Source: an optimization exercise on an open RTL-to-GDS flow (aim: a short achievable clock period and few clock cycles). Production flows keep margins and buffers that such runs may drop.
Where RTL was checked, it was by simulation tests only, not by an equivalence proof against the original.
Only the layout flow was run in run 4; the RTL was not checked for function there.
No run shown here takes its clock network from TritonCTS; it comes from the design's own scripts or RTL.
The clock input has no modelled driver; a real chip could not lean on it and would need a root buffer or a full tree.
Power and IR drop assume default switching activity.

==> flow/design.v <==
`default_nettype none
package afc_pkg;
    localparam int PHASE_BITS_DEF = 16;
    localparam int LEVEL_BITS_DEF = 8;
    localparam int IN_DATA_W  = 8;
    localparam int OUT_DATA_W = 16;
    localparam int CFG_IDX_W  = 3;
    localparam int CFG_DATA_W = 16;
    localparam int LED_W      = 8;
    localparam logic [1:0] MODE_STARTUP = 2'd0;
    localparam logic [1:0] MODE_READY   = 2'd1;
    localparam logic [1:0] MODE_ARMED   = 2'd2;
    localparam logic [1:0] MODE_FIRING  = 2'd3;
    localparam logic [2:0] MSG_NONE     = 3'd0;
    localparam logic [2:0] MSG_READY    = 3'd1;
    localparam logic [2:0] MSG_ARMED    = 3'd2;
    localparam logic [2:0] MSG_DISARMED = 3'd3;
    localparam logic [2:0] MSG_FIRING   = 3'd4;
    localparam logic [2:0] MSG_FIRED    = 3'd5;
    localparam logic [CFG_IDX_W-1:0] CFG_STARTUP_MS  = 3'd0;
    localparam logic [CFG_IDX_W-1:0] CFG_FIRING_MS   = 3'd1;
    localparam logic [CFG_IDX_W-1:0] CFG_DEBOUNCE_MS = 3'd2;
    localparam logic [CFG_IDX_W-1:0] CFG_BLINK_MS    = 3'd3;
    localparam logic [CFG_IDX_W-1:0] CFG_PHASE_STEP  = 3'd4;
    localparam logic [15:0] STARTUP_MS_RST  = 16'd1000;
    localparam logic [15:0] FIRING_MS_RST   = 16'd5000;
    localparam logic [15:0] DEBOUNCE_MS_RST = 16'd1000;
    localparam logic [9:0]  BLINK_MS_RST    = 10'd100;
    localparam logic [12:0] PHASE_STEP_RST  = 13'd5;
endpackage
`default_nettype wire
`default_nettype none
import afc_pkg::*;
module arm_fire_controller_core #(
    parameter int PHASE_BITS = afc_pkg::PHASE_BITS_DEF,
    parameter int LEVEL_BITS = afc_pkg::LEVEL_BITS_DEF
) (
    input  wire logic                            i_clk,
    input  wire logic                            i_rst_n,
    input  wire logic                            i_cfg_valid,
    output logic                                 o_cfg_ready,
    input  wire logic [afc_pkg::CFG_IDX_W-1:0]   i_cfg_index,
    input  wire logic [afc_pkg::CFG_DATA_W-1:0]  i_cfg_data,
    input  wire logic                            i_s_tvalid,
    output logic                                 o_s_tready,
    input  wire logic [afc_pkg::IN_DATA_W-1:0]   i_s_tdata,
    output logic                                 o_m_tvalid,
    input  wire logic                            i_m_tready,
    output logic [afc_pkg::OUT_DATA_W-1:0]       o_m_tdata,
    output logic                                 o_m_tlast
);
    localparam int FAW = 4;              
    localparam int FD  = 1 << FAW;       
    localparam int CAP = FD;             
    assign o_cfg_ready = 1'b1;
    logic        r_rst;                  
    logic        r_rdy;
    logic        r_in_v;
    logic [1:0]  r_in_d;
    logic        r_cfg_v;
    logic [2:0]  r_cfg_idx;
    logic [15:0] r_cfg_d;
    always_ff @(posedge i_clk) begin
        r_rst     <= !i_rst_n;
        r_in_v    <= i_s_tvalid && r_rdy && i_rst_n;
        r_in_d    <= i_s_tdata[1:0];
        r_cfg_v   <= i_cfg_valid && i_rst_n;
        r_cfg_idx <= i_cfg_index;
        r_cfg_d   <= i_cfg_data;
    end
    assign o_s_tready = r_rdy_o;
    logic [15:0] r_st_m1, r_fi_m1, r_deb;
    logic        r_st_z, r_fi_z, r_deb_max;
    logic [9:0]  r_bl_m1;
    logic        r_bl_z;
    logic [12:0] r_step;
    always_ff @(posedge i_clk) begin
        if (r_rst) begin
            r_st_m1   <= STARTUP_MS_RST - 16'd1;
            r_st_z    <= 1'b0;
            r_fi_m1   <= FIRING_MS_RST - 16'd1;
            r_fi_z    <= 1'b0;
            r_deb     <= DEBOUNCE_MS_RST;
            r_deb_max <= 1'b0;
            r_bl_m1   <= BLINK_MS_RST - 10'd1;
            r_bl_z    <= 1'b0;
            r_step    <= PHASE_STEP_RST;
        end else if (r_cfg_v) begin
            case (r_cfg_idx)
                CFG_STARTUP_MS: begin
                    r_st_m1 <= r_cfg_d - 16'd1;
                    r_st_z  <= r_cfg_d == 16'd0;
                end
                CFG_FIRING_MS: begin
                    r_fi_m1 <= r_cfg_d - 16'd1;
                    r_fi_z  <= r_cfg_d == 16'd0;
                end
                CFG_DEBOUNCE_MS: begin
                    r_deb     <= r_cfg_d;
                    r_deb_max <= r_cfg_d == 16'hFFFF;
                end
                CFG_BLINK_MS: begin
                    r_bl_m1 <= r_cfg_d[9:0] - 10'd1;
                    r_bl_z  <= r_cfg_d[9:0] == 10'd0;
                end
                CFG_PHASE_STEP: r_step <= r_cfg_d[12:0];
                default: ;
            endcase
        end
    end
    logic [1:0]  r_mode, n_mode;
    logic [15:0] r_pt, n_pt;
    logic [9:0]  r_bt, n_bt;
    logic [15:0] r_since, n_since;
    logic [15:0] r_phase, n_phase;
    logic        r_blink, n_blink;
    logic [2:0]  n_msg0, n_msg1;
    logic        n_two;
    logic        sw, press;
    logic [15:0] since_inc, pt_inc;
    logic [9:0]  bt_inc;
    logic        trig, fire_go, startup_done, firing_done, blink_done;
    assign sw    = r_in_d[0];
    assign press = r_in_d[1];
    assign since_inc    = (r_since == 16'hFFFF) ? r_since : r_since + 16'd1;
    assign pt_inc       = (r_pt == 16'hFFFF) ? r_pt : r_pt + 16'd1;
    assign bt_inc       = (r_bt == 10'h3FF) ? r_bt : r_bt + 10'd1;
    assign trig         = press && (r_since >= r_deb) && !r_deb_max;
    assign fire_go      = trig && (r_mode == MODE_ARMED);
    assign startup_done = r_st_z || (r_pt >= r_st_m1);
    assign firing_done  = r_fi_z || (r_pt >= r_fi_m1);
    assign blink_done   = r_bl_z || (r_bt >= r_bl_m1);
    assign n_since      = trig ? 16'd0 : since_inc;
    always_comb begin
        n_mode  = r_mode;
        n_pt    = r_pt;
        n_bt    = r_bt;
        n_blink = r_blink;
        n_phase = r_phase;
        n_msg0  = MSG_NONE;
        n_msg1  = MSG_NONE;
        n_two   = 1'b0;
        if (fire_go) begin
            n_mode  = MODE_FIRING;
            n_pt    = 16'd0;
            n_bt    = 10'd0;
            n_blink = 1'b1;
            n_msg0  = MSG_FIRING;
        end else begin
            case (r_mode)
                MODE_STARTUP: begin
                    if (startup_done) begin
                        n_mode = MODE_READY;
                        n_pt   = 16'd0;
                        n_msg0 = MSG_READY;
                    end else begin
                        n_pt   = pt_inc;
                    end
                end
                MODE_READY: begin
                    if (!sw) begin
                        n_mode  = MODE_ARMED;
                        n_phase = 16'd0;
                        n_msg0  = MSG_ARMED;
                    end
                end
                MODE_ARMED: begin
                    if (!sw) begin
                        n_phase = r_phase + {3'd0, r_step};
                    end else begin
                        n_mode = MODE_READY;
                        n_msg0 = MSG_DISARMED;
                        n_msg1 = MSG_READY;
                        n_two  = 1'b1;
                    end
                end
                default: begin  
                    if (firing_done) begin
                        n_mode  = MODE_ARMED;
                        n_pt    = 16'd0;
                        n_bt    = 10'd0;
                        n_blink = 1'b0;
                        n_phase = 16'd0;
                        n_msg0  = MSG_FIRED;
                        if (!sw) begin
                            n_msg1 = MSG_ARMED;
                            n_two  = 1'b1;
                        end
                    end else begin
                        n_pt    = pt_inc;
                        n_bt    = blink_done ? 10'd0 : bt_inc;
                        n_blink = blink_done ? !r_blink : r_blink;
                    end
                end
            endcase
        end
    end
    always_ff @(posedge i_clk) begin
        if (r_rst) begin
            r_mode  <= MODE_STARTUP;
            r_pt    <= 16'd0;
            r_bt    <= 10'd0;
            r_since <= 16'd0;
            r_phase <= 16'd0;
            r_blink <= 1'b0;
        end else if (r_in_v) begin
            r_mode  <= n_mode;
            r_pt    <= n_pt;
            r_bt    <= n_bt;
            r_since <= n_since;
            r_phase <= n_phase;
            r_blink <= n_blink;
        end
    end
    logic       r_s1_v;
    logic [2:0] r_s1_msg0;
    logic       r_s1_two;
    always_ff @(posedge i_clk) begin
        if (r_rst) r_s1_v <= 1'b0;
        else       r_s1_v <= r_in_v;
        r_s1_msg0 <= n_msg0;
        r_s1_two  <= n_two;
    end
    function automatic logic [14:0] sine_tab(input logic [3:0] idx);
        logic [14:0] v;
        case (idx)
            4'd0:    v = 15'd0;
            4'd1:    v = 15'd3212;
            4'd2:    v = 15'd6393;
            4'd3:    v = 15'd9512;
            4'd4:    v = 15'd12540;
            4'd5:    v = 15'd15447;
            4'd6:    v = 15'd18205;
            4'd7:    v = 15'd20788;
            4'd8:    v = 15'd23170;
            4'd9:    v = 15'd25330;
            4'd10:   v = 15'd27246;
            4'd11:   v = 15'd28899;
            4'd12:   v = 15'd30274;
            4'd13:   v = 15'd31357;
            4'd14:   v = 15'd32138;
            default: v = 15'd32610;
        endcase
        sine_tab = v;
    endfunction
    function automatic logic [11:0] sine_dif(input logic [3:0] idx);
        logic [11:0] v;
        case (idx)
            4'd0:    v = 12'd3212;
            4'd1:    v = 12'd3181;
            4'd2:    v = 12'd3119;
            4'd3:    v = 12'd3028;
            4'd4:    v = 12'd2907;
            4'd5:    v = 12'd2758;
            4'd6:    v = 12'd2583;
            4'd7:    v = 12'd2382;
            4'd8:    v = 12'd2160;
            4'd9:    v = 12'd1916;
            4'd10:   v = 12'd1653;
            4'd11:   v = 12'd1375;
            4'd12:   v = 12'd1083;
            4'd13:   v = 12'd781;
            4'd14:   v = 12'd472;
            default: v = 12'd158;
        endcase
        sine_dif = v;
    endfunction
    function automatic logic [13:0] sine_dif3(input logic [3:0] idx);
        logic [13:0] v;
        case (idx)
            4'd0:    v = 14'd9636;
            4'd1:    v = 14'd9543;
            4'd2:    v = 14'd9357;
            4'd3:    v = 14'd9084;
            4'd4:    v = 14'd8721;
            4'd5:    v = 14'd8274;
            4'd6:    v = 14'd7749;
            4'd7:    v = 14'd7146;
            4'd8:    v = 14'd6480;
            4'd9:    v = 14'd5748;
            4'd10:   v = 14'd4959;
            4'd11:   v = 14'd4125;
            4'd12:   v = 14'd3249;
            4'd13:   v = 14'd2343;
            4'd14:   v = 14'd1416;
            default: v = 14'd474;
        endcase
        sine_dif3 = v;
    endfunction
    logic [15:0] p1_p;
    logic [14:0] p1_x;
    logic        r_p1_v, r_p1_two, r_p1_arm, r_p1_on, r_p1_top, r_p1_q1;
    logic [1:0]  r_p1_mode;
    logic [2:0]  r_p1_msg0;
    logic [14:0] r_p1_lo;
    logic [11:0] r_p1_dif;
    logic [13:0] r_p1_dif3;
    logic [9:0]  r_p1_f;
    assign p1_p = r_phase + 16'd16384;
    assign p1_x = p1_p[14] ? (15'd16384 - {1'b0, p1_p[13:0]}) : {1'b0, p1_p[13:0]};
    always_ff @(posedge i_clk) begin
        if (r_rst) r_p1_v <= 1'b0;
        else       r_p1_v <= r_s1_v;
        r_p1_mode <= r_mode;
        r_p1_msg0 <= r_s1_msg0;
        r_p1_two  <= r_s1_two;
        r_p1_arm  <= r_mode == MODE_ARMED;
        r_p1_on   <= (r_mode == MODE_FIRING) && r_blink;
        r_p1_lo   <= sine_tab(p1_x[13:10]);
        r_p1_dif  <= sine_dif(p1_x[13:10]);
        r_p1_dif3 <= sine_dif3(p1_x[13:10]);
        r_p1_f    <= p1_x[9:0];
        r_p1_top  <= p1_x[14];
        r_p1_q1   <= p1_p[15];
    end
    function automatic logic [13:0] dif_mult(input logic [1:0] d, input logic [11:0] dif,
                                             input logic [13:0] dif3);
        case (d)
            2'd0:    dif_mult = 14'd0;
            2'd1:    dif_mult = {2'b00, dif};
            2'd2:    dif_mult = {1'b0, dif, 1'b0};
            default: dif_mult = dif3;
        endcase
    endfunction
    function automatic logic [51:0] csa(input logic [25:0] a, input logic [25:0] b,
                                        input logic [25:0] c);
        logic [25:0] sum, cry;
        sum = a ^ b ^ c;
        cry = (a & b) | (a & c) | (b & c);
        csa = {sum, cry[24:0], 1'b0};
    endfunction
    logic [25:0] p2_row [6];
    logic [25:0] p2_s1, p2_c1, p2_s2, p2_c2, p2_s3, p2_c3, p2_s4, p2_c4;
    logic        r_p2_v, r_p2_two, r_p2_arm, r_p2_on, r_p2_top, r_p2_q1;
    logic [1:0]  r_p2_mode;
    logic [2:0]  r_p2_msg0;
    logic [25:0] r_p2_s, r_p2_c;
    assign p2_row[0] = {1'b0, r_p1_lo, 10'd0};
    assign p2_row[1] = {12'd0, dif_mult(r_p1_f[1:0], r_p1_dif, r_p1_dif3)};
    assign p2_row[2] = {10'd0, dif_mult(r_p1_f[3:2], r_p1_dif, r_p1_dif3), 2'd0};
    assign p2_row[3] = {8'd0, dif_mult(r_p1_f[5:4], r_p1_dif, r_p1_dif3), 4'd0};
    assign p2_row[4] = {6'd0, dif_mult(r_p1_f[7:6], r_p1_dif, r_p1_dif3), 6'd0};
    assign p2_row[5] = {4'd0, dif_mult(r_p1_f[9:8], r_p1_dif, r_p1_dif3), 8'd0};
    assign {p2_s1, p2_c1} = csa(p2_row[0], p2_row[1], p2_row[2]);
    assign {p2_s2, p2_c2} = csa(p2_row[3], p2_row[4], p2_row[5]);
    assign {p2_s3, p2_c3} = csa(p2_s1, p2_c1, p2_s2);
    assign {p2_s4, p2_c4} = csa(p2_s3, p2_c3, p2_c2);
    always_ff @(posedge i_clk) begin
        if (r_rst) r_p2_v <= 1'b0;
        else       r_p2_v <= r_p1_v;
        r_p2_mode <= r_p1_mode;
        r_p2_msg0 <= r_p1_msg0;
        r_p2_two  <= r_p1_two;
        r_p2_arm  <= r_p1_arm;
        r_p2_on   <= r_p1_on;
        r_p2_s    <= p2_s4;
        r_p2_c    <= p2_c4;
        r_p2_top  <= r_p1_top;
        r_p2_q1   <= r_p1_q1;
    end
    logic [25:0] p3_sum;
    logic [15:0] r_p3_s;
    logic        r_p3_v, r_p3_two, r_p3_arm, r_p3_on, r_p3_q1;
    logic [1:0]  r_p3_mode;
    logic [2:0]  r_p3_msg0;
    assign p3_sum = r_p2_s + r_p2_c;
    always_ff @(posedge i_clk) begin
        if (r_rst) r_p3_v <= 1'b0;
        else       r_p3_v <= r_p2_v;
        r_p3_mode <= r_p2_mode;
        r_p3_msg0 <= r_p2_msg0;
        r_p3_two  <= r_p2_two;
        r_p3_arm  <= r_p2_arm;
        r_p3_on   <= r_p2_on;
        r_p3_s    <= r_p2_top ? 16'd32768 : p3_sum[25:10];
        r_p3_q1   <= r_p2_q1;
    end
    logic [7:0] p4_a, p4_b, p4_pulse, p4_up0, p4_up1, p4_dn0, p4_dn1;
    logic       p4_lt, p4_nz;
    logic       r_p4_v, r_p4_two;
    logic [1:0] r_p4_mode;
    logic [2:0] r_p4_msg0;
    logic [7:0] r_p4_lvl;
    assign p4_a     = r_p3_s[15:8];
    assign p4_b     = r_p3_s[7:0];
    assign p4_lt    = (p4_b <= p4_a) && (p4_a != 8'd0);
    assign p4_nz    = r_p3_s != 16'd0;
    assign p4_up0   = 8'd128 + p4_a;
    assign p4_up1   = 8'd127 + p4_a;
    assign p4_dn0   = 8'd128 - p4_a - {7'd0, p4_nz};
    assign p4_dn1   = 8'd129 - p4_a - {7'd0, p4_nz};
    assign p4_pulse = r_p3_q1 ? (p4_lt ? p4_up1 : p4_up0) : (p4_lt ? p4_dn1 : p4_dn0);
    always_ff @(posedge i_clk) begin
        if (r_rst) r_p4_v <= 1'b0;
        else       r_p4_v <= r_p3_v;
        r_p4_mode <= r_p3_mode;
        r_p4_msg0 <= r_p3_msg0;
        r_p4_two  <= r_p3_two;
        r_p4_lvl  <= r_p3_arm ? p4_pulse : {8{r_p3_on}};
    end
    logic [13:0]  r_mem [FD];
    logic [FAW:0] r_wp, r_rp;
    always_ff @(posedge i_clk) begin
        if (r_p4_v)
            r_mem[r_wp[FAW-1:0]] <= {r_p4_two, r_p4_msg0, r_p4_lvl, r_p4_mode};
    end
    always_ff @(posedge i_clk) begin
        if (r_rst)        r_wp <= '0;
        else if (r_p4_v)  r_wp <= r_wp + 1'b1;
    end
    logic        r_o_valid, r_o_busy, r_o_last, r_sub, r_pop_d;
    logic [1:0]  r_o_mode;
    logic [7:0]  r_o_level;
    logic [2:0]  r_o_msg;
    logic [FAW:0] r_rp1, r_rp2, rp, rp1;
    logic [13:0]  e0, e1;
    logic         ne0, ne1;
    logic         a_v, a_last, b_v, b_last, b_sub, b_pop;
    logic [12:0]  a_w, b_w;
    logic         pop;
    function automatic logic [2:0] second_msg(input logic [2:0] m0);
        second_msg = (m0 == MSG_DISARMED) ? MSG_READY : MSG_ARMED;
    endfunction
    assign rp  = r_pop_d ? r_rp1 : r_rp;
    assign rp1 = r_pop_d ? r_rp2 : r_rp1;
    assign e0  = r_pop_d ? r_mem[r_rp1[FAW-1:0]] : r_mem[r_rp[FAW-1:0]];
    assign e1  = r_pop_d ? r_mem[r_rp2[FAW-1:0]] : r_mem[r_rp1[FAW-1:0]];
    assign ne0 = r_wp != rp;
    assign ne1 = ne0 && (r_wp != rp1);
    always_ff @(posedge i_clk) begin
        if (r_rst) begin
            r_rp  <= '0;
            r_rp1 <= (FAW + 1)'(1);
            r_rp2 <= (FAW + 1)'(2);
        end else begin
            r_rp  <= rp;
            r_rp1 <= rp1;
            r_rp2 <= rp1 + 1'b1;
        end
    end
    assign a_v    = ne0;
    assign a_w    = {r_sub ? second_msg(e0[12:10]) : e0[12:10], e0[9:0]};
    assign a_last = r_sub || !e0[13];
    assign b_pop  = r_sub || !e0[13];
    assign b_sub  = !b_pop;
    assign b_v    = b_pop ? ne1 : 1'b1;
    assign b_w    = b_pop ? e1[12:0] : {second_msg(e0[12:10]), e0[9:0]};
    assign b_last = b_pop ? !e1[13] : 1'b1;
    logic        t_v, n_v, t_last, n_last, t_pop, t_sub, n_sub;
    logic [12:0] t_w, n_w;
    assign t_v    = !r_rst && (r_o_busy ? b_v : a_v);
    assign n_v    = !r_rst && a_v;
    assign t_w    = r_o_busy ? b_w : a_w;
    assign n_w    = a_w;
    assign t_last = r_o_busy ? b_last : a_last;
    assign n_last = a_last;
    assign t_pop  = !r_rst && r_o_busy && b_pop;
    assign t_sub  = !r_rst && (r_o_busy ? b_sub : r_sub);
    assign n_sub  = !r_rst && r_sub;
    assign pop = i_m_tready && t_pop;
    logic        d_valid, d_busy, d_last, d_sub, d_pop;
    logic [12:0] d_w;
    afc_tsel_en u_sel_v (
        .i_en(i_rst_n), .i_s(i_m_tready), .i_a1(t_v), .i_a0(n_v), .o_y(d_valid)
    );
    afc_tsel_en u_sel_b (
        .i_en(i_rst_n), .i_s(i_m_tready), .i_a1(t_v), .i_a0(n_v), .o_y(d_busy)
    );
    afc_tsel #(.W(16)) u_sel_d (
        .i_s(i_m_tready),
        .i_a1({t_last, t_w, t_sub, t_pop}),
        .i_a0({n_last, n_w, n_sub, 1'b0}),
        .o_y ({d_last, d_w, d_sub, d_pop})
    );
    always_ff @(posedge i_clk) begin
        r_o_valid                      <= d_valid;
        r_o_busy                       <= d_busy;
        r_o_last                       <= d_last;
        {r_o_msg, r_o_level, r_o_mode} <= d_w;
        r_sub                          <= d_sub;
        r_pop_d                        <= d_pop;
    end
    assign o_m_tvalid = r_o_valid;
    assign o_m_tlast  = r_o_last;
    assign o_m_tdata  = {2'b00, r_o_msg, r_o_level, 1'b1, r_o_mode};
    logic       r_rdy_o, d_rdy, d_rdy_o;
    logic [5:0] r_cnt;
    afc_credit #(.CAP(CAP)) u_cr (
        .i_rst(r_rst), .i_cnt(r_cnt), .i_in_v(r_in_v), .i_rdy(r_rdy), .i_pop_d(r_pop_d),
        .o_rdy(d_rdy)
    );
    afc_credit #(.CAP(CAP)) u_cr_o (
        .i_rst(r_rst), .i_cnt(r_cnt), .i_in_v(r_in_v), .i_rdy(r_rdy), .i_pop_d(r_pop_d),
        .o_rdy(d_rdy_o)
    );
    always_ff @(posedge i_clk) begin
        r_rdy   <= d_rdy;
        r_rdy_o <= d_rdy_o;
        if (r_rst) r_cnt <= '0;
        else       r_cnt <= r_cnt + {5'd0, r_in_v} - {5'd0, r_pop_d};
    end
endmodule
module afc_credit #(
    parameter int CAP = 24
) (
    input  wire logic       i_rst,
    input  wire logic [5:0] i_cnt,
    input  wire logic       i_in_v,
    input  wire logic       i_rdy,
    input  wire logic       i_pop_d,
    output logic            o_rdy
);
    logic [5:0] all_in;
    assign all_in = i_cnt + {5'd0, i_in_v} + {5'd0, i_rdy} - {5'd0, i_pop_d};
    assign o_rdy  = i_rst || (all_in < 6'(CAP));
endmodule
module afc_tsel #(
    parameter int W = 1
) (
    input  wire logic         i_s,
    input  wire logic [W-1:0] i_a1,
    input  wire logic [W-1:0] i_a0,
    output logic      [W-1:0] o_y
);
    assign o_y = i_s ? i_a1 : i_a0;
endmodule
module afc_tsel_en (
    input  wire logic i_en,
    input  wire logic i_s,
    input  wire logic i_a1,
    input  wire logic i_a0,
    output logic      o_y
);
    assign o_y = i_en && (i_s ? i_a1 : i_a0);
endmodule
`default_nettype wire
==> flow/flow/run.sh <==
#!/bin/bash
set -euo pipefail
HERE=$(pwd)
MARGIN=${MARGIN:-11.4}
export AFC_ROOT_CELL=sky130_fd_sc_hd__inv_16
export AFC_LEAF_CELL=sky130_fd_sc_hd__clkinv_16
export AFC_LEAF_SIZE=28
export AFC_ROOTS=4
bash standard.sh SETUP_SLACK_MARGIN=$MARGIN POST_CTS_TCL=$HERE/flow/cts_post.tcl \
  PRE_CTS_TCL=$HERE/flow/place_out.tcl finish > make_finish.log 2>&1
==> flow/flow/cts_post.tcl <==
set block [ord::get_db_block]
set db [ord::get_db]
set clk_port_net [$block findNet i_clk]
set root_cell [expr {[info exists ::env(AFC_ROOT_CELL)] ? $::env(AFC_ROOT_CELL) : "sky130_fd_sc_hd__clkbuf_16"}]
set leaf_cell [expr {[info exists ::env(AFC_LEAF_CELL)] ? $::env(AFC_LEAF_CELL) : "sky130_fd_sc_hd__clkbuf_16"}]
set root_master [$db findMaster $root_cell]
set leaf_master [$db findMaster $leaf_cell]
proc in_pin {inst} {
  foreach it [$inst getITerms] {
    if {[$it getIoType] eq "INPUT" && [[$it getMTerm] getSigType] eq "SIGNAL"} { return $it }
  }
}
proc out_pin {inst} {
  foreach it [$inst getITerms] {
    if {[$it getIoType] eq "OUTPUT"} { return $it }
  }
}
set leaf_size [expr {[info exists ::env(AFC_LEAF_SIZE)] ? $::env(AFC_LEAF_SIZE) : 24}]
set n_roots [expr {[info exists ::env(AFC_ROOTS)] ? $::env(AFC_ROOTS) : 4}]

# walk the old tree
set sinks {}
set old_insts {}
set old_nets {}
set todo [list $clk_port_net]
while {[llength $todo]} {
  set net [lindex $todo 0]
  set todo [lrange $todo 1 end]
  foreach it [$net getITerms] {
    if {![$it isInputSignal] && [$it getIoType] ne "INPUT"} { continue }
    set inst [$it getInst]
    set m [$inst getMaster]
    if {[$m isSequential]} {
      lappend sinks $it
    } else {
      lappend old_insts $inst
      foreach ot [$inst getITerms] {
        if {[$ot getIoType] eq "OUTPUT" && [$ot getNet] ne "NULL"} {
          lappend todo [$ot getNet]
          lappend old_nets [$ot getNet]
        }
      }
    }
  }
}
puts "afc_cts: [llength $sinks] sinks, removing [llength $old_insts] cells and [llength $old_nets] nets"
foreach it $sinks { $it disconnect }
foreach inst $old_insts { odb::dbInst_destroy $inst }
foreach net $old_nets { odb::dbNet_destroy $net }

# sink positions
set pts {}
foreach it $sinks {
  set bb [[$it getInst] getBBox]
  lappend pts [list [expr {([$bb xMin] + [$bb xMax]) / 2.0}] [expr {([$bb yMin] + [$bb yMax]) / 2.0}]]
}

# recursive bisection into n groups of (nearly) equal size, cutting the
# longer side of each group's bounding box
proc bisect {items n} {
  if {$n <= 1} { return [list $items] }
  set xs {}; set ys {}
  foreach it $items { lappend xs [lindex $it 1]; lappend ys [lindex $it 2] }
  set xs [lsort -real $xs]; set ys [lsort -real $ys]
  set axis [expr {([lindex $xs end] - [lindex $xs 0]) >= ([lindex $ys end] - [lindex $ys 0]) ? 1 : 2}]
  set sorted [lsort -real -index $axis $items]
  set n1 [expr {$n / 2}]
  set h [expr {int(round([llength $sorted] * double($n1) / $n))}]
  return [concat [bisect [lrange $sorted 0 [expr {$h - 1}]] $n1] \
                 [bisect [lrange $sorted $h end] [expr {$n - $n1}]]]
}
proc centre {items} {
  set sx 0.0; set sy 0.0
  foreach it $items { set sx [expr {$sx + [lindex $it 1]}]; set sy [expr {$sy + [lindex $it 2]}] }
  set n [llength $items]
  return [list [expr {$sx / $n}] [expr {$sy / $n}]]
}
set items {}
set i 0
foreach p $pts { lappend items [list $i [lindex $p 0] [lindex $p 1]]; incr i }
# leaves: a multiple of the root count, at most leaf_size sinks each; the
# first cuts of the bisection then give each root its own block of leaves
set per_root [expr {int(ceil([llength $sinks] / double($leaf_size * $n_roots)))}]
set n_leaf [expr {$per_root * $n_roots}]
set groups {}
foreach rg [bisect $items $n_roots] {
  set groups [concat $groups [bisect $rg $per_root]]
}
set leaf_of [lrepeat [llength $sinks] 0]
set leaf_c {}
set root_of {}
set l 0
foreach g $groups {
  foreach it $g { lset leaf_of [lindex $it 0] $l }
  lappend leaf_c [centre $g]
  lappend root_of [expr {$l / $per_root}]
  incr l
}
set root_c {}
for {set r 0} {$r < $n_roots} {incr r} {
  set sx 0.0; set sy 0.0; set n 0
  foreach c $leaf_c ro $root_of {
    if {$ro == $r} { set sx [expr {$sx + [lindex $c 0]}]; set sy [expr {$sy + [lindex $c 1]}]; incr n }
  }
  lappend root_c [list [expr {$sx / $n}] [expr {$sy / $n}]]
}

proc place_at {inst x y} {
  set m [$inst getMaster]
  set w [$m getWidth]; set h [$m getHeight]
  $inst setLocation [expr {int($x - $w / 2)}] [expr {int($y - $h / 2)}]
  $inst setPlacementStatus PLACED
}

set root_nets {}
for {set r 0} {$r < $n_roots} {incr r} {
  set inst [odb::dbInst_create $block $root_master "afc_clkroot_$r"]
  set net [odb::dbNet_create $block "afc_clknet_root_$r"]
  $net setSigType CLOCK
  [in_pin $inst] connect $clk_port_net
  [out_pin $inst] connect $net
  lassign [lindex $root_c $r] x y
  place_at $inst $x $y
  lappend root_nets $net
}
set leaf_nets {}
for {set l 0} {$l < $n_leaf} {incr l} {
  set inst [odb::dbInst_create $block $leaf_master "afc_clkleaf_$l"]
  set net [odb::dbNet_create $block "afc_clknet_leaf_$l"]
  $net setSigType CLOCK
  [in_pin $inst] connect [lindex $root_nets [lindex $root_of $l]]
  [out_pin $inst] connect $net
  lassign [lindex $leaf_c $l] x y
  place_at $inst $x $y
  lappend leaf_nets $net
}
foreach it $sinks a $leaf_of {
  $it connect [lindex $leaf_nets $a]
}
$clk_port_net setSigType CLOCK
puts "afc_cts: $n_roots root and $n_leaf leaf buffers"

detailed_placement
set_propagated_clock [all_clocks]
estimate_parasitics -placement
report_clock_latency
if {[llength [info procs repair_timing_helper]]} {
  repair_timing_helper
  detailed_placement
  check_placement -verbose
}
==> flow/flow/place_out.tcl <==
# Put each output port's buffer, and the flip-flop that drives it, right
# next to the port's pin, then legalize.
set block [ord::get_db_block]
set core [$block getCoreArea]
proc afc_driver {net} {
  if {$net eq "NULL"} { return "" }
  foreach it [$net getITerms] {
    if {[$it getIoType] eq "OUTPUT"} { return [$it getInst] }
  }
  return ""
}
proc afc_input_net {inst} {
  foreach it [$inst getITerms] {
    if {[$it getIoType] eq "INPUT" && [[$it getMTerm] getSigType] eq "SIGNAL"} { return [$it getNet] }
  }
  return "NULL"
}
set moved 0
foreach bt [$block getBTerms] {
  if {[$bt getIoType] ne "OUTPUT"} { continue }
  set buf [afc_driver [$bt getNet]]
  if {$buf eq ""} { continue }
  set ff [afc_driver [afc_input_net $buf]]
  if {$ff eq "" || ![[$ff getMaster] isSequential]} { continue }
  set bb [$bt getBBox]
  set px [expr {([$bb xMin] + [$bb xMax]) / 2}]
  set py [expr {([$bb yMin] + [$bb yMax]) / 2}]
  # the nearest core point, then one and two cell widths further in
  set cx [expr {min(max($px, [$core xMin]), [$core xMax])}]
  set cy [expr {min(max($py, [$core yMin]), [$core yMax])}]
  set dx [expr {$cx == [$core xMin] ? 1 : ($cx == [$core xMax] ? -1 : 0)}]
  set dy [expr {$cy == [$core yMin] ? 1 : ($cy == [$core yMax] ? -1 : 0)}]
  set i 0
  foreach inst [list $buf $ff] {
    set m [$inst getMaster]
    set w [$m getWidth]; set h [$m getHeight]
    set off [expr {2000 + $i * 6000}]
    set x [expr {$cx + $dx * $off - ($dx < 0 ? $w : 0)}]
    set y [expr {$cy + $dy * $off - ($dy < 0 ? $h : 0)}]
    if {$dx == 0} { set x [expr {$x - $w / 2}] }
    if {$dy == 0} { set y [expr {$y - $h / 2}] }
    $inst setLocation [expr {int($x)}] [expr {int($y)}]
    $inst setPlacementStatus PLACED
    incr i
  }
  incr moved
}
puts "afc_place_out: moved $moved output buffer and flip-flop pairs"
detailed_placement
==> flow/standard.sh <==
#!/bin/bash
# synth_recipe.tcl (not shown) runs the flow's synth.tcl, then flattens the netlist and writes it again
# the make line also repeats each setting of config.mk as NAME=value (left out here)
make -C /OpenROAD-flow-scripts/flow DESIGN_CONFIG=/design/flow/config.mk WORK_HOME=/design/flow/orfs CLKGATE_MAP_FILE= SYNTH_SCRIPT=/design/flow/synth_recipe.tcl "${@:-finish}"
==> flow/config.mk <==
export PLATFORM = sky130hd
export DESIGN_NAME = arm_fire_controller_core
export DESIGN_NICKNAME = arm_fire_controller_core
export VERILOG_FILES = /design/flow/design.v
export SDC_FILE = /design/flow/constraint.sdc
export NUM_CORES = 4
export LEC_CHECK = 0
export ABC_CLOCK_PERIOD_IN_PS = 2500
export CAP_MARGIN = 20
export CORE_MARGIN = 2
export CORE_UTILIZATION = 55
export PLACE_DENSITY = 0.72
export SLEW_MARGIN = 20
export SYNTH_HIERARCHICAL = 1
==> flow/constraint.sdc <==
create_clock -name core_clock -period 15.0 [get_ports {i_clk}]
set_input_delay 3.0000 -clock core_clock [delete_from_list [all_inputs] [get_ports {i_clk}]]
set_output_delay 3.0000 -clock core_clock [all_outputs]
set_load 0.01 [all_outputs]
==> results of run 1 <==
## path summary, 6_finish.rpt
| kind | startpoint | end | slack (ns) |
|---|---|---|---|
| hold / removal | r_p1_msg0[0]$_DFF_P_ | r_p2_msg0[0]$_DFF_P_ | 0.32 |
| setup reg to reg | r_rp1[1]$_SDFF_PP0_ | r_o_level[2]$_DFF_P_ | 11.48 |
| hold reg to reg | r_p1_msg0[0]$_DFF_P_ | r_p2_msg0[0]$_DFF_P_ | 0.32 |
| setup / recovery | r_o_level[1]$_DFF_P_ | o_m_tdata[4] | 11.38 |
## Yosys stat by module (local to each module, per instance), excerpt
module / cell area, um^2 / times used / flip-flops and latches
afc_tsel_en: 16.3 / 2 / 0
arm_fire_controller_core: 31100 / 1 / 587
## through the flow
stage / hold slack (ns) / setup slack, ns / power (W)
6_report: 0.324 / 11.38 / 0.00283
5_1_grt: 0.330 / 11.35 / 0.00295
3_5_place_dp: 0.312 / 10.67 / 0.00209
3_3_place_gp: 0.311 / 10.67 / 0.00207
2_1_floorplan: 0.310 / 11.35 / 0.00200
## where the power goes
part	switching, W	internal (W)
registers	0.0000534	0.00167
clock network	0.000630	0.000132
logic	0.000171	0.000173
total	0.000854	0.00197
## cells by family after synthesis
kind of cell	synth area share, %
and+or+nand+nor	10.2
adders and majority gates	9.83
buffers and inverters	4.42
xor gates and xnor gates	2.67
AOI/OAI and AO/OA	10.0
other	0.0236
muxes	18.8
DFF	44.0
## per-layer routing
| layer | up-vias | share of wire (%) | global-route usage (%) |
|---|---|---|---|
| met5 | - | 0 | 0 |
| met4 | 0 | 3.4 | 9.43 |
| met3 | 183 | 6.4 | 2.90 |
| met2 | 879 | 50 | 45.0 |
| met1 | 10700 | 40 | 31.7 |
| li1 | 9955 | - | - |
## synthesized netlist by cell type, drive strengths merged, types with 28 or more instances
library cell and number:
nand2 199, a211oi 35, a211o 32, inv 178, mux4 209, a21oi 128
a22oi 29, mux2i 29, dfxtp 363, ha 181, o21ai 67, nor2 204
mux2 81, nand3 60, a31oi 35, nor2b 28, fa 43, buf 45
xor2 40, edfxtp 224, nor3 36, and3 28, clkbuf 123, xnor2 57
a22o 31
## area by class of cell
type	instances	area, um^2
multi-input cells	1805	16500
well taps	765	957
fillers	4526	23600
inverters	208	1480
flip-flops and latches	587	14000
repair buffers	84	833
## registers in the layout, indices dropped and copies added, names as in the netlist, 10 cells and up
register / cells
r_p2_s: 20
r_st_m1: 16
r_p1_dif: 12
r_pt: 16
r_step: 13
r_deb: 16
r_p1_lo: 15
r_bt: 10
r_p1_dif3: 13
r_phase: 16
r_cfg_d: 16
r_bl_m1: 10
r_since: 16
r_p3_s: 16
r_fi_m1: 16
r_p2_c: 19
r_p1_f: 10
r_mem: 224
==> impl_metrics.csv, run 1 <==
group,metric,value,unit
route,drtIter0Drc,1814,
synthesis,netlist_area,31800,um^2
final_layout,stdcell_area,33800,um^2
floorplanning,boundaryPins,52,
sta,rsz0062_at_grt,"true",
synthesis,yosys.area.top_type,"dfxtp_1",
pwr,p_leak,12.6,nW
global_route,grt_pass1_wl,120000,um
floorplanning,die_y,244,um
place,gp_congestion,0.884,
route,drc,0,
critical_path,crit_type,"flop to output pin",
synthesis,seq_area_frac_synth,44.0,%
floorplanning,fp.dieW,244,um
critical_path,cp-start-kind,"flop",
global_route,grt_max_degree,87,
sta,final_hold_viol_count,0,
route,drt-pass1-iter-count,6,
sta,final_max_slew_viol_count,0,
synthesis,netlist_instances,2735,
run,cap_violations,0,
sta,max_slew_margin,22.0,%
critical_path,worstRegToRegCells,8,
floorplanning,initial_core_util,55.4,%
min_path,holdPathStages,0,
clock_tree,clock-sinks,587,
global_route,antenna_found_initial,0,
synthesis,synth_edf_count,224,
global_route,gr-total-overflow,0,
outcome,status,"no timing/DRC/antenna violations",
critical_path,critPathTopFamily,"flip-flops",
synthesis,synth_top_area_share,22.9,%
critical_path,crit_arrival,0.62,ns
floorplanning,die_area,59700,um^2
floorplanning,fp.coreArea,57400,um^2
pwr,vdd_drop_max,0.0973,mV
route,wl_per_cell,22.0,um
synthesis,ys_warn_count,8,
critical_path,crit_fanout,1,
final_layout,final_core_util,58.8,%
synthesis,yosysUniqueCellTypes,79,
clock_tree,insertion_delay,0.19,ns
synthesis,avgSynthCellArea,11.6,um^2
final_layout,fin_cells,3449,
critical_path,critPathMaxStageDelay,0.32,ns
route,postRouteAntennaNets,0,
global_route,first_global_vias,22100,
sta,finalCriticalPeriod,3.62,ns
synthesis,netlist_top_cells_area,"dfxtp_1, edfxtp_1, mux4_2",
place,place_area,32700,um^2
route,routed_wirelength,75700,um
min_path,hold_path.class,"flop to flop",
critical_path,worst-endpoint-required,12.00,ns
critical_path,cp-end-kind,"output pin",
place,dp_hpwl,48300,um
place,dp.cells,3404,
sta,finalSetupTns,0,ns
critical_path,worst-path-stages,1,
sta,fmax,0.276,GHz
critical_path,crit_buf_inv,1,
place,portBuffers,41,
floorplanning,rows,88,
final_layout,mostFrequentLayoutCell,"dfxtp_1",
sta,fin_skew,0.0125,ns
route,drt-vias-per-instance,6.31,
sta,worst_slew_pin_slew,1.17,ns
synthesis,synthArstFlopShare,0,%
route,vias,21800,
critical_path,crit_chain,"buf_6",
sta,period_share,24.1,%
final_layout,num-nets-final,2942,
global_route,grt_usage,25.3,%
clock_tree,clk_pin_slew,0.07,ns
final_layout,layout-drive-gt1-share,16.1,%
pwr,power.density,83.8,nW/um^2
synthesis,ys_seq_elements,587,
sta,setup_viol,0,
final_layout,final_cell_mix,"dfxtp_1, edfxtp_1, nor2_1, mux4_2, nand2_1",
synthesis,synth-main-ff-cell,"dfxtp_1",
final_layout,area_delta_synth_final,6.21,%
critical_path,cpMaxStageDelayCell,"dfxtp_2",
final_layout,diodes,0,
Testbench counts, summed over its fixed seeds: cycles 41,111.
==> inputs of run 2 (changes only) <==
==> flow/flow/run.sh (replaced) <==
#!/bin/bash
set -euo pipefail
HERE=$(pwd)
MARGIN=${MARGIN:-11.4}
export AFC_ROOT_CELL=sky130_fd_sc_hd__inv_16
export AFC_LEAF_CELL=sky130_fd_sc_hd__clkinv_16
export AFC_LEAF_SIZE=40
export AFC_ROOTS=4
bash standard.sh SETUP_SLACK_MARGIN=$MARGIN POST_CTS_TCL=$HERE/flow/cts_post.tcl \
  PRE_CTS_TCL=$HERE/flow/place_out.tcl finish > make_finish.log 2>&1
==> run 2 against run 1 <==
Compared with the run above:
- critical path depth stayed put
- maximum frequency about the same
- critical path type unchanged
- critical endpoint is now o_m_tdata[7]
- worst setup slack worse by 0.0011 ns
- core utilization down 0.38 points
- final area fell by 0.65%
- clock power shrank 14%
- still clean
==> impl_metrics.csv, run 2 <==
group,metric,value,unit
synthesis,netlist_top_cells_area,"dfxtp_1, edfxtp_1, mux4_2",
place,dp.cells,3404,
global_route,antenna_found_initial,2,
critical_path,cp-end-kind,"output pin",
floorplanning,rows,88,
run,cap_violations,0,
route,wl_per_cell,21.9,um
final_layout,diodes,0,
place,dp_hpwl,48300,um
critical_path,critPathMaxStageDelay,0.33,ns
critical_path,crit_arrival,0.62,ns
min_path,hold_path_end,"r_p4_msg0[0]$_DFF_P_",
critical_path,crit_type,"flop to output pin",
sta,final_max_slew_viol_count,0,
global_route,grt_usage,25.1,%
clock_tree,clock-sinks,587,
pwr,p_leak,12.5,nW
floorplanning,die_area,59700,um^2
final_layout,final_cell_mix,"dfxtp_1, edfxtp_1, nor2_1, mux4_2, nand2_1",
route,vias,21700,
floorplanning,fp.coreArea,57400,um^2
synthesis,seq_area_frac_synth,44.0,%
final_layout,layout-drive-gt1-share,15.9,%
sta,fin_skew,0.0186,ns
global_route,first_global_vias,22000,
synthesis,yosysUniqueCellTypes,79,
global_route,gr-total-overflow,0,
critical_path,crit_buf_inv,1,
final_layout,mostFrequentLayoutCell,"dfxtp_1",
sta,max_slew_margin,19.1,%
sta,finalSetupTns,0,ns
sta,period_share,24.1,%
floorplanning,die_y,244,um
floorplanning,boundaryPins,52,
critical_path,cpMaxStageDelayCell,"dfxtp_2",
critical_path,r2r-start,"r_p1_f[2]$_DFF_P_",
final_layout,area_delta_synth_final,5.52,%
critical_path,critPathTopFamily,"flip-flops",
global_route,grt_max_degree,87,
sta,worst_slew_pin_slew,1.21,ns
critical_path,crit_chain,"buf_6",
critical_path,worst-path-stages,1,
critical_path,worstRegToRegCells,6,
min_path,holdPathStages,0,
synthesis,synthArstFlopShare,0,%
synthesis,avgSynthCellArea,11.6,um^2
floorplanning,initial_core_util,55.4,%
min_path,hold_path.class,"flop to flop",
outcome,status,"no timing/DRC/antenna violations",
sta,final_hold_viol_count,0,
clock_tree,clk_pin_slew,0.09,ns
synthesis,synth-main-ff-cell,"dfxtp_1",
critical_path,r2r-end,"r_p2_s[11]$_DFF_P_",
place,gp_congestion,0.884,
place,portBuffers,41,
critical_path,crit_fanout,1,
sta,setup_viol,0,
pwr,vdd_drop_max,0.0750,mV
pwr,power.density,81.2,nW/um^2
final_layout,num-nets-final,2934,
synthesis,netlist_instances,2735,
synthesis,ys_warn_count,8,
route,drtIter0Drc,1889,
route,postRouteAntennaNets,0,
route,drt-vias-per-instance,6.30,
min_path,min_from,"r_p3_msg0[0]$_DFF_P_",
sta,finalCriticalPeriod,3.62,ns
sta,fmax,0.276,GHz
final_layout,fin_cells,3441,
pwr,power,0.00272,W
global_route,grt_pass1_wl,119000,um
route,drt-pass1-iter-count,5,
final_layout,largest_reg_flops,224,
clock_tree,insertion_delay,0.18,ns
critical_path,worst-endpoint-required,12.00,ns
synthesis,yosys.area.top_type,"dfxtp_1",
sta,rsz0062_at_grt,"true",
floorplanning,fp.dieW,244,um
critical_path,cp-start-kind,"flop",
synthesis,netlist_area,31800,um^2
synthesis,synth_edf_count,224,
synthesis,ys_seq_elements,587,
synthesis,synth_top_area_share,22.9,%
route,drc,0,
synthesis,synth.most_common_cell,"dfxtp_1",
route,routed_wirelength,75500,um
critical_path,r2r_slack,11.52,ns
synthesis,synth_commonest_cells,"dfxtp_1, edfxtp_1, nor2_1",
## run 2: worst max-delay path by stage
stage	from	slack, ns	end
6_report	r_o_level[4]$_DFF_P_	11.38	o_m_tdata[7]
3_5_place_dp	i_m_tready	10.67	r_sub$_DFF_P_
2_1_floorplan	i_m_tready	11.35	r_o_level[0]$_DFF_P_
5_1_grt	r_rdy_o$_DFF_P_	11.36	o_s_tready
3_3_place_gp	i_m_tready	10.67	r_o_mode[1]$_DFF_P_
## run 2: kinds of logic (layout without fill, tap and decap cells)
kind of cell / count (synthesis) / in the layout / share of synthesized area, %
adders and majority gates: 224 / 224 / 9.83
DFF: 587 / 587 / 44.0
muxes: 319 / 319 / 18.8
buffers and inverters: 348 / 284 / 4.42
AOI/OAI and AO/OA: 475 / 475 / 10.0
xor gates and xnor gates: 97 / 97 / 2.67
other: 2 / 5 / 0.0236
and+or+nand+nor: 683 / 685 / 10.2
## run 2: area by class of cell
| cell class | instances | area [um^2] |
|---|---|---|
| Sequential cell | 587 | 14000 |
| Fill cell | 4554 | 23800 |
| Tap cell | 765 | 957 |
| Multi-Input combinational cell | 1805 | 16500 |
| Timing Repair Buffer | 84 | 852 |
| Inverter | 200 | 1240 |
## run 2: per-module statistics from Yosys (local to each module, per instance), a selection
| module | flops+latches | area [um^2] |
|---|---|---|
| arm_fire_controller_core | 587 | 31100 |
| afc_tsel_en | 0 | 16.3 |
## run 2: per-layer routing
| layer | GRT usage, % | wire length, um |
|---|---|---|
| met2 | 44.8 | 38000 |
| met3 | 2.69 | 4770 |
| met4 | 9.45 | 2750 |
| met5 | 0 | 22 |
| met1 | 31.5 | 30000 |
## run 2: where the power goes
group / total (W) / internal (W) / switching [W]
registers: 0.00172 / 0.00167 / 0.0000534
logic: 0.000344 / 0.000174 / 0.000170
clock network: 0.000654 / 0.000102 / 0.000552
## run 2: per-stage QoR
stage / util [%] / instance area, um^2 / hold WS [ns] / setup slack, ns
floorplan: - / 31800 / 0.310 / 11.35
global placement: 57.0 / 32700 / 0.311 / 10.67
detailed placement: 57.0 / 32700 / 0.312 / 10.67
global route: 58.5 / 33500 / 0.326 / 11.36
finish: 58.5 / 33500 / 0.325 / 11.38
==> inputs of run 3 (changes only) <==
==> flow/flow/run.sh (replaced) <==
#!/bin/bash
set -euo pipefail
HERE=$(pwd)
MARGIN=${MARGIN:-11.4}
export AFC_ROOT_CELL=sky130_fd_sc_hd__inv_16
export AFC_LEAF_CELL=sky130_fd_sc_hd__clkinv_16
export AFC_LEAF_SIZE=32
export AFC_ROOTS=4
bash standard.sh SETUP_SLACK_MARGIN=$MARGIN POST_CTS_TCL=$HERE/flow/cts_post.tcl \
  PRE_CTS_TCL=$HERE/flow/place_out.tcl finish > make_finish.log 2>&1
==> run 3 against run 2 <==
Compared with the run above:
- hold slack got worse by 0.0063 ns
- synthesized area unchanged
- critical path depth unchanged
- highest routed layer unchanged
==> impl_metrics.csv, run 3 <==
group,metric,value,unit
synthesis,synth_compound_area_share,10.0,%
synthesis,netlist_instances,2735,
critical_path,worstRegToRegCells,7,
route,postRouteAntennaNets,0,
sta,final_hold_viol_count,0,
route,drtIter0Drc,1735,
min_path,holdPathStages,0,
floorplanning,boundaryPins,52,
route,drc,0,
place,dp_hpwl,48300,um
final_layout,mostFrequentLayoutCell,"dfxtp_1",
critical_path,critPathTopFamily,"flip-flops",
pwr,intPower,0.00196,W
synthesis,synth_top_family_by_area,"multiplexers",
synthesis,synth-main-ff-cell,"dfxtp_1",
global_route,gr-total-overflow,0,
floorplanning,fp.dieW,244,um
synthesis,synthAdderAreaFrac,9.83,%
place,gp_congestion,0.884,
floorplanning,die_area,59700,um^2
route,drt-pass1-iter-count,5,
pwr,sequentialPowerShare,62.1,%
critical_path,cpMaxStageDelayCell,"dfxtp_2",
sta,fin_skew,0.00985,ns
global_route,antenna_found_initial,1,
synthesis,ys_warn_count,8,
synthesis,synth_commonest_cells,"dfxtp_1, edfxtp_1, nor2_1",
synthesis,seq_area_frac_synth,44.0,%
global_route,grt_max_degree,87,
run,cap_violations,0,
floorplanning,fp.coreArea,57400,um^2
outcome,status,"no timing/DRC/antenna violations",
synthesis,synth_top_area_share,22.9,%
global_route,first_global_vias,22000,
final_layout,area_delta_synth_final,5.81,%
clock_tree,insertion_delay,0.18,ns
sta,final_max_slew_viol_count,0,
sta,fmax,0.277,GHz
sta,worst_slew_pin_slew,1.26,ns
sta,max_slew_margin,16.0,%
synthesis,synth.most_common_cell,"dfxtp_1",
place,dp.cells,3404,
synthesis,yosysUniqueCellTypes,79,
critical_path,cp-start-kind,"flop",
synthesis,netlist_top_cells_area,"dfxtp_1, edfxtp_1, mux4_2",
final_layout,nFillCells,4538,
pwr,p_leak,12.5,nW
sta,finalSetupTns,0,ns
synthesis,yosys.area.top_type,"dfxtp_1",
floorplanning,die_y,244,um
route,wl_per_cell,21.9,um
final_layout,multi_input_area,16500,um^2
final_layout,largest_reg_flops,224,
pwr,power.density,82.5,nW/um^2
global_route,grt_usage,25.2,%
clock_tree,clk_pin_slew,0.07,ns
sta,period_share,24.1,%
pwr,swShare,29.3,%
critical_path,worst-endpoint-required,12.00,ns
synthesis,synth_edf_count,224,
critical_path,crit_type,"flop to output pin",
critical_path,r2r-start,"r_rp[1]$_SDFF_PP0_",
pwr,clkPwrFrac,25.5,%
pwr,switchingPower,0.000813,W
final_layout,layout-drive-gt1-share,15.9,%
sta,rsz0062_at_grt,"true",
final_layout,fin_cells,3444,
pwr,vdd_drop_max,0.0875,mV
sta,finalCriticalPeriod,3.61,ns
critical_path,crit_arrival,0.61,ns
min_path,hold_path.class,"flop to flop",
critical_path,crit_buf_inv,1,
critical_path,r2r_slack,11.49,ns
final_layout,diodes,0,
synthesis,synthSimpleGateAreaFrac,10.2,%
global_route,grt_pass1_wl,119000,um
synthesis,synth-xor-area-share,2.67,%
route,drt-vias-per-instance,6.30,
min_path,hold_path_end,"r_p4_msg0[0]$_DFF_P_",
critical_path,cp-end-kind,"output pin",
critical_path,crit_chain,"buf_6",
route,vias,21700,
synthesis,muxShareOfSynthArea,18.8,%
sta,setup_viol,0,
pwr,power.combinational.fraction,12.4,%
place,portBuffers,41,
synthesis,avgSynthCellArea,11.6,um^2
route,routed_wirelength,75300,um
critical_path,r2r-end,"r_o_level[2]$_DFF_P_",
critical_path,critPathMaxStageDelay,0.32,ns
pwr,power,0.00277,W
min_path,min_from,"r_p3_msg0[0]$_DFF_P_",
synthesis,netlist_area,31800,um^2
final_layout,regArea,14000,um^2
floorplanning,initial_core_util,55.4,%
final_layout,final_cell_mix,"dfxtp_1, edfxtp_1, nor2_1, mux4_2, nand2_1",
floorplanning,rows,88,
synthesis,ys_seq_elements,587,
final_layout,num-nets-final,2937,
synthesis,synthArstFlopShare,0,%
critical_path,crit_fanout,1,
clock_tree,clock-sinks,587,
## run 3: cell count changes in the layout (fill, tap and decap cells not counted), sizes merged
cell / change
buf: -1
clkinv: +4
## run 3: routing by layer
metal / wire length (um) / global-route usage [%]
met5: 12 / 0
met4: 2910 / 9.58
met3: 4900 / 2.55
met2: 37800 / 45.1
met1: 29700 / 31.6
## run 3: worst reg2reg max path, stage by stage, from the launching register on
cell and delay (ns):
dfxtp_4 0.99, mux4_2 0.43, mux4_2 0.48, mux2i_1 0.19
or2_4 0.23, and2_2 0.56, o211ai_1 0.22, mux2_4 0.30
## run 3: worst max path at each step
stage / from / to / cells past startpoint
6_report: r_o_level[1]$_DFF_P_ / o_m_tdata[4] / 1
5_1_grt: r_o_mode[0]$_DFF_P_ / o_m_tdata[0] / 1
3_5_place_dp: i_m_tready / r_sub$_DFF_P_ / 3
3_3_place_gp: i_m_tready / r_o_mode[1]$_DFF_P_ / 3
2_1_floorplan: i_m_tready / r_o_level[0]$_DFF_P_ / 3
## run 3: Yosys stat by module (local to each module, per instance), excerpt
module	cells	copies in the design	cell area [um^2]
afc_tsel_en	2	2	16.3
arm_fire_controller_core	2663	1	31100
## run 3: cells by family after synthesis
logic type / after synthesis
mux: 319
buf+inv: 348
flops: 587
fa+ha+maj: 224
xor+xnor: 97
compound gates: 475
other cells: 2
simple gates: 683
## run 3: cell type report
| cell class | instances | share of cell area [%] |
|---|---|---|
| Timing Repair Buffer | 83 | 2.47 |
| Sequential cell | 587 | 41.7 |
| Multi-Input combinational cell | 1805 | 48.9 |
| Inverter | 204 | 4.03 |
| Tap cell | 765 | 2.85 |
## run 3: per-stage QoR
step                      hold WS [ns]  utilization (%)  cell area (um^2)  setup WS, ns
after global placement           0.311             57.0             32700         10.67
after global routing             0.324             58.6             33600         11.36
after floorplan                  0.310                -             31800         11.35
after detailed placement         0.312             57.0             32700         10.67
final                            0.319             58.6             33600         11.39
## run 3: power groups by stage
stage | Sequential [W] | Combinational, W | Clock (W)
2_1_floorplan | 0.00173 | 0.000277 | 0
3_3_place_gp | 0.00176 | 0.000319 | 0
3_5_place_dp | 0.00176 | 0.000330 | 0
5_1_grt | 0.00173 | 0.000380 | 0.000785
6_report | 0.00172 | 0.000344 | 0.000706
==> inputs of run 4 (changes only) <==
--- a/flow/design.v
+++ b/flow/design.v
@@ -377,10 +377,7 @@
     end
     logic [7:0] p4_a, p4_b, p4_pulse, p4_up0, p4_up1, p4_dn0, p4_dn1;
     logic       p4_lt, p4_nz;
-    logic       r_p4_v, r_p4_two;
-    logic [1:0] r_p4_mode;
-    logic [2:0] r_p4_msg0;
-    logic [7:0] r_p4_lvl;
+    logic [7:0] p4_lvl;
     assign p4_a     = r_p3_s[15:8];
     assign p4_b     = r_p3_s[7:0];
     assign p4_lt    = (p4_b <= p4_a) && (p4_a != 8'd0);
@@ -390,23 +387,16 @@
     assign p4_dn0   = 8'd128 - p4_a - {7'd0, p4_nz};
     assign p4_dn1   = 8'd129 - p4_a - {7'd0, p4_nz};
     assign p4_pulse = r_p3_q1 ? (p4_lt ? p4_up1 : p4_up0) : (p4_lt ? p4_dn1 : p4_dn0);
-    always_ff @(posedge i_clk) begin
-        if (r_rst) r_p4_v <= 1'b0;
-        else       r_p4_v <= r_p3_v;
-        r_p4_mode <= r_p3_mode;
-        r_p4_msg0 <= r_p3_msg0;
-        r_p4_two  <= r_p3_two;
-        r_p4_lvl  <= r_p3_arm ? p4_pulse : {8{r_p3_on}};
-    end
+    assign p4_lvl   = r_p3_arm ? p4_pulse : {8{r_p3_on}};
     logic [13:0]  r_mem [FD];
     logic [FAW:0] r_wp, r_rp;
     always_ff @(posedge i_clk) begin
-        if (r_p4_v)
-            r_mem[r_wp[FAW-1:0]] <= {r_p4_two, r_p4_msg0, r_p4_lvl, r_p4_mode};
+        if (r_p3_v)
+            r_mem[r_wp[FAW-1:0]] <= {r_p3_two, r_p3_msg0, p4_lvl, r_p3_mode};
     end
     always_ff @(posedge i_clk) begin
         if (r_rst)        r_wp <= '0;
-        else if (r_p4_v)  r_wp <= r_wp + 1'b1;
+        else if (r_p3_v)  r_wp <= r_wp + 1'b1;
     end
     logic        r_o_valid, r_o_busy, r_o_last, r_sub, r_pop_d;
     logic [1:0]  r_o_mode;
==> run 4 against run 3 <==
Compared with the run above:
- still clean on timing, DRC and antenna
- synthesized cell count shrank 2.4%
- die area decreased by 1.5%
- maximum frequency down 0.14%
- flip-flop and latch count is 15 lower
- clock skew increased by 0.0050 ns
- clock power fell by 1%
- sequential share of layout area is 0.34 points lower
- core utilization up 0.31 points
- routed wire length increased by 1.1%
- final cell count decreased by 1.9%
- critical path type unchanged
- largest power group unchanged
- highest routed layer is now met4
==> impl_metrics.csv, run 4 <==
group,metric,value,unit
critical_path,cp-start-kind,"flop",
floorplanning,fp.dieW,243,um
pwr,power,0.00272,W
critical_path,cpMaxStageDelayCell,"dfxtp_2",
critical_path,worst-path-stages,1,
sta,timing.final.ws_setup,11.38,ns
sta,fmax,0.276,GHz
synthesis,synth_edf_count,224,
synthesis,ys_warn_count,8,
critical_path,crit_start,"r_o_level[4]$_DFF_P_",
sta,final_hold_viol_count,0,
critical_path,critPathMaxStageDelay,0.33,ns
route,drtIter0Drc,1844,
floorplanning,fp.coreArea,56300,um^2
pwr,vdd_drop_max,0.0905,mV
synthesis,synth-main-ff-cell,"dfxtp_1",
critical_path,crit_fanout,1,
critical_path,cp-end-kind,"output pin",
critical_path,worstRegToRegCells,9,
clock_tree,clk_pin_slew,0.07,ns
global_route,grt_usage,25.7,%
synthesis,synth_commonest_cells,"dfxtp_1, edfxtp_1, nand2_1",
outcome,status,"no timing/DRC/antenna violations",
place,gp_congestion,0.875,
route,drc,0,
critical_path,crit_type,"flop to output pin",
route,drt-vias-per-instance,6.36,
final_layout,area_delta_synth_final,5.96,%
global_route,grt_max_degree,78,
final_layout,diodes,0,
route,vias,21500,
route,wl_per_cell,22.6,um
floorplanning,rows,87,
critical_path,critPathTopFamily,"flip-flops",
sta,finalSetupTns,0,ns
synthesis,seq_area_frac_synth,43.7,%
pwr,power.density,82.0,nW/um^2
synthesis,netlist_area,31300,um^2
floorplanning,initial_core_util,55.6,%
synthesis,synth.most_common_cell,"dfxtp_1",
final_layout,num-nets-final,2879,
min_path,holdPathStages,0,
sta,period_share,24.1,%
floorplanning,boundaryPins,52,
critical_path,crit_buf_inv,1,
run,cap_violations,0,
final_layout,mostFrequentLayoutCell,"dfxtp_1",
clock_tree,clock-sinks,572,
final_layout,nFillCells,4514,
sta,setup_viol,0,
synthesis,ys_seq_elements,572,
global_route,antenna_found_initial,0,
sta,worst_slew_pin_slew,1.32,ns
critical_path,r2r-start,"r_rp1[1]$_SDFF_PP0_",
synthesis,synthArstFlopShare,0,%
route,routed_wirelength,76200,um
critical_path,worst-endpoint-required,12.00,ns
synthesis,netlist_top_cells_area,"dfxtp_1, edfxtp_1, mux4_2",
floorplanning,die_y,243,um
global_route,grt_pass1_wl,120000,um
synthesis,synth_top_area_share,22.3,%
route,drt-pass1-iter-count,5,
synthesis,netlist_instances,2670,
pwr,p_leak,12.6,nW
floorplanning,die_area,58800,um^2
sta,final_max_slew_viol_count,0,
sta,max_slew_margin,12.2,%
synthesis,yosys.area.top_type,"dfxtp_1",
place,pre_cts_ws,10.57,ns
sta,finalCriticalPeriod,3.62,ns
final_layout,largest_reg_flops,224,
critical_path,crit_chain,"buf_6",
min_path,hold_path.class,"flop to flop",
global_route,first_global_vias,21500,
final_layout,final_cell_mix,"dfxtp_1, edfxtp_1, nand2_1, mux4_2, ha_1",
clock_tree,insertion_delay,0.18,ns
synthesis,avgSynthCellArea,11.7,um^2
synthesis,yosysUniqueCellTypes,80,
critical_path,crit_arrival,0.62,ns
final_layout,layout-drive-gt1-share,15.9,%
place,dp_hpwl,49400,um
global_route,gr-total-overflow,0,
route,postRouteAntennaNets,0,
sta,rsz0062_at_grt,"true",
sta,fin_skew,0.0149,ns
min_path,min_from,"r_p2_msg0[0]$_DFF_P_",
place,portBuffers,41,
==> run 4: changes by cell type after synthesis, sizes merged, moves of 13 or more <==
cell    change
nor2       -31
a211o      -22
o211ai     +19
o21ai      -18
dfxtp      -15
a21o       +14
xnor2      +14
clkbuf     -13
==> run 4: routing by layer <==
metal  part of all wire [%]  wire (um)  global-route usage [%]
met5                      0          0                       0
met2                     50      38300                    45.3
met1                     40      30300                    32.3
met4                    4.1       3130                    10.4
met3                    5.8       4400                    2.69
==> run 4: report_power, final <==
group	leakage [nW]	internal [W]	switching (W)
combinational	7.49	0.000170	0.000176
sequential	4.87	0.00163	0.0000488
clock	0.267	0.000117	0.000581
total	12.6	0.00191	0.000805
==> run 4: cells by family after synthesis <==
family	share of synthesized area, %
AND/OR/NAND/NOR	10.1
flip-flops	43.7
multiplexers	19.1
buffers and inverters	4.47
other	0.0240
adder cells (fa/ha/maj)	9.95
AO/OA/AOI/OAI	9.84
XOR/XNOR	2.83
==> run 4: path summary, 6_finish.rpt <==
path	slack (ns)	endpoint
setup / recovery	11.38	o_m_tdata[7]
hold / removal	0.33	r_p3_msg0[0]$_DFF_P_
setup reg to reg	11.46	r_o_level[5]$_DFF_P_
hold reg to reg	0.33	r_p3_msg0[0]$_DFF_P_
==> run 4: stage by stage <==
stage	cells	hold slack (ns)	instance area, um^2	util, %
6_report	3378	0.327	33200	58.9
5_1_grt	3378	0.332	33200	58.9
3_5_place_dp	3336	0.313	32200	57.2
3_3_place_gp	3336	0.311	32200	57.2
2_1_floorplan	2673	0.310	31300	-
==> run 4: layout make-up <==
type                    instances  area [um^2]  share of cell area [%]
inverters                     201         1350                    4.06
multi-input cells            1765        16300                    49.2
flip-flops and latches        572        13700                    41.4
well taps                     756          946                    2.85
repair buffers                 84          833                    2.51
==> run 4: modules after synthesis (local to each module, per instance), a selection <==
module	cell area, um^2	times used	cells inside
afc_tsel_en	16.3	2	2
arm_fire_controller_core	30700	1	2598

==> separate check: timing with driven ports <==
No port has a modelled driver above. Below, the same layouts with a new extraction and two added sets of constraints.
Step 1, drivers: a clkbuf_16 drives i_clk and a buf_2 each remaining input, both assumed.
Step 2 moves the port delays by t, midway between the first and last clock arrival at a register: inputs arrive t later, outputs are due t later. That takes back most of the time a late clock gives input paths.
Slacks: ideal / step 1 / step 2; pairs: ideal / step 1.
run | t, ns | setup WS [ns] | clock arrival spread, ns | worst register clock-pin slew, ns | worst slew at a driven data input, ns
run 1 | 0.414 | 11.380 / 11.147 / 11.196 | 0.014 / 0.014 | 0.09 / 0.09 | 0.04
run 2 | 0.398 | 11.379 / 11.148 / 11.199 | 0.019 / 0.018 | 0.10 / 0.10 | 0.04
run 3 | 0.404 | 11.387 / 11.155 / 11.194 | 0.014 / 0.014 | 0.09 / 0.09 | 0.04
run 4 | 0.407 | 11.382 / 11.150 / 11.170 | 0.016 / 0.015 | 0.10 / 0.10 | 0.05
After both steps every run listed still meets setup and hold. For run 4, which loses most, drivers alone change the setup slack by -0.232 ns; drivers and shift together by -0.212 ns.
